Background: an optimization exercise with open tools, aiming at small area, a short achievable clock period and few clock cycles per item. Do not read the settings as production practice.
In this exercise RTL edits were held to simulation tests only and were not proved equivalent to the original.
Power is estimated from default activity; no workload was simulated.

Setup of run A:
==> flow/design.v (excerpt) <==
module horizontal_antialias_fir_core (
  input  logic        clk,
  input  logic        rst_n,
  input  logic        in_valid,
  output logic        in_ready,
  input  logic [7:0]  red_in,
  input  logic [7:0]  green_in,
  input  logic [7:0]  blue_in,
  output logic        out_valid,
  input  logic        out_ready,
  output logic [7:0]  red_out,
  output logic [7:0]  green_out,
  output logic [7:0]  blue_out,
  output logic        line_end,
  input  logic        cfg_psel,
  input  logic        cfg_penable,
  input  logic        cfg_pwrite,
  input  logic [2:0]  cfg_paddr,
  input  logic [31:0] cfg_pwdata,
  output logic [31:0] cfg_prdata,
  output logic        cfg_pready
);
For scale: ~870 cells after synthesis, about 160 flip-flops, roughly 130 I/O pins, ~9800 µm² of cells after synthesis.
Settings: LEC_CHECK=0, CAP_MARGIN=20, CORE_MARGIN=2, CORE_UTILIZATION=40, CTS_BUF_LIST=sky130_fd_sc_hd__clkbuf_8, CTS_CLUSTER_DIAMETER=100, CTS_CLUSTER_SIZE=50, SETUP_SLACK_MARGIN=4.2, SLEW_MARGIN=20, TNS_END_PERCENT=10; clock period 8.5 ns.
standard.sh (not shown) runs the stock make flow with config.mk's settings and CLKGATE_MAP_FILE= SYNTH_SCRIPT=/design/flow/synth_recipe.tcl, a recipe that flattens the netlist after the stock synthesis.
==> flow/flow/run.sh <==
#!/bin/bash
# The standard layout (the standard.sh, unchanged synthesis), with the
# port buffers inserted as buf_1 cells instead of the resizer's default pick.
set -euo pipefail
bash standard.sh "BUFFER_PORTS_ARGS=-buffer_cell sky130_fd_sc_hd__buf_1"  finish > flow_make.log 2>&1
Testbench counts of run A, summed over its fixed seeds: cycles 27,321, items 27,129.
diff inputs: run A => run B
- clearing TNS_END_PERCENT, which used to be 10
- swapping 4.2 for 4.8 in SETUP_SLACK_MARGIN
- clearing CTS_BUF_LIST, which used to be sky130_fd_sc_hd__clkbuf_8
- clearing CTS_CLUSTER_SIZE, which used to be 50
- clearing CTS_CLUSTER_DIAMETER, which used to be 100
## What came out
- The origin of the worst setup path comes out blue_in[4] in one run and w2_r[12]$_DFFE_PP_ in the other, namely in run B and run A respectively.
- Relative to run A, the setup slack of run B is higher by 0.10 ns.
- The run showing the smaller clock network power is run A.
- Run B against run A: maximum fanout count along the critical path -2; total detailed-routing wirelength +15%.
What run C does differently from run B at the input level:
- SETUP_SLACK_MARGIN now 5, was 4.8
### Flow results
Of run C and run B, it is run C that has the higher portion of total power attributed to combinational logic. Run C vs. run B: detail-routed net length per standard cell shrank by 4.5%; global-route usage now sits lower; layout-stage area growth over the synthesis result lost 0.23 points; final critical delay including setup and external delays -0.0044 ns; wire length of the first global-routing pass went down about 4%.
For run D, these inputs were changed with respect to run C:
- putting CTS_BUF_LIST at sky130_fd_sc_hd__clkbuf_8 where nothing was set
- putting CTS_CLUSTER_DIAMETER at 100 where nothing was set
- putting CTS_CLUSTER_SIZE at 50 where nothing was set
- putting TNS_END_PERCENT at 10 where nothing was set
- swapping 5 for 4.5 in SETUP_SLACK_MARGIN
Notes after the runs:
Run D has completed all stages; timing, DRC and antenna checks passed. On non-clock buffer count: between run C and run D, it ends up higher for run C. Category of the critical setup timing path = input port to flop: run C; category of the critical setup timing path = flop to flop: run D. NOTE final routed wire length divided by cell count run C->run D decreased by a few percent. Sort run C and run D by critical path depth, descending, and run C comes first. Diff run C and run D: sum of buffers and inverters on the critical path lower in run D. Compared to run C, run D shows a wider setup margin. Between run C and run D, worst-case hold slack is higher for run C, run D comes in under that. Looking at share of total power in the clock network across run C and run D, the one that comes out lower is run D.
[inputs] run E vs run D
- TNS_END_PERCENT no longer set, was 10
- SETUP_SLACK_MARGIN now 4.2, was 4.5
Area occupied by multi-input gates was higher in run D than in run E.
Run D → run E: fraction of area in multi-input gates went down, switching power total decreased by 0.076 mW relative to the old numbers.
Across both runs, setup slack was lower for run E than for run D.
Run E ended up with fewer standard cells than run D.
Power per standard cell area (lower): run E
Total global routing track utilization down 0.57 points in run E wrt run D
Run E -> run D: count of antenna-violating nets left after detailed routing delta 0, exact match
Cmp run E and run D / synthesis-to-layout area growth / higher: run D
On critical path depth in cells, the higher figure sits with run E, not run D.
Arrival time at the worst endpoint came out higher on run E than on run D.
> inputs changed (run E -> run F)
- swapping 4.2 for 4.5 in SETUP_SLACK_MARGIN
- clearing CTS_CLUSTER_SIZE, which used to be 50
- clearing CTS_BUF_LIST, which used to be sky130_fd_sc_hd__clkbuf_8
- clearing CTS_CLUSTER_DIAMETER, which used to be 100
==> flow/flow/run.sh <==
#!/bin/bash
# The standard layout (the standard.sh, unchanged synthesis), with the
# port buffers inserted as buf_1 cells instead of the resizer's default pick,
# and power recovery (downsizing of non-critical cells) after global routing.
set -euo pipefail
bash standard.sh "BUFFER_PORTS_ARGS=-buffer_cell sky130_fd_sc_hd__buf_1" RECOVER_POWER=100 finish > flow_make.log 2>&1
--- outcome ---
Status for run E and run F: clean finish in run E only
The wire length reported by the detailed router of run F was inferior to that of run E.
Against run E, run F reports a sequential cell fraction of total power that is lower.
Compared run F vs run E, and maximum fanout encountered on the critical timing path is up in run F.
Summary — final area, run F relative to run E: higher, by about 4.4%.
Count of cell instances traversed by the critical path (run F over run E): decrease, 6
Run F vs. run E: worst-case setup margin in the final layout lost 0.71 ns, number of register bits inferred by synthesis neither gained nor lost much.
Run F vs run E: area of the multi-input gates up
| share of the clock period used by the worst path after layout | higher: run F |
Heaviest power group = registers: run E; heaviest power group = combinational cells: run F

-- static timing again, ports no longer ideal --
The results above use ideal ports. As a check the final layouts listed here were re-extracted and re-timed, cells and wires unchanged.
Step 1 assumes that a clkbuf_16 drives the clock port and a buf_2 every other input.
Step 2 also shifts input and output timing later by t, the mid clock arrival at the registers, as if the neighbouring blocks saw the same clock.
Three values: ideal, step 1, step 2; two values: the first two.
run	t (ns)	slack for setup (ns)	worst hold slack (ns)	worst slew at a driven data input, ns	pins driven straight from the clock port
run A	0.493	4.353 / 4.348 / 4.025	0.453 / 0.453 / 0.453	0.08	1
run B	0.470	4.456 / 4.473 / 4.013	0.452 / 0.452 / 0.452	0.06	1
run C	0.466	4.460 / 4.476 / 4.019	0.457 / 0.457 / 0.457	0.07	1
run D	0.491	4.505 / 4.458 / 4.085	0.453 / 0.453 / 0.453	0.08	1
run E	0.492	4.359 / 4.348 / 4.028	0.453 / 0.453 / 0.453	0.08	1
run F	0.473	3.653 / 3.679 / 3.206	0.448 / 0.448 / 0.448	0.07	1
For run F, which loses most, drivers alone change the setup slack by +0.026 ns; drivers and shift together by -0.447 ns.
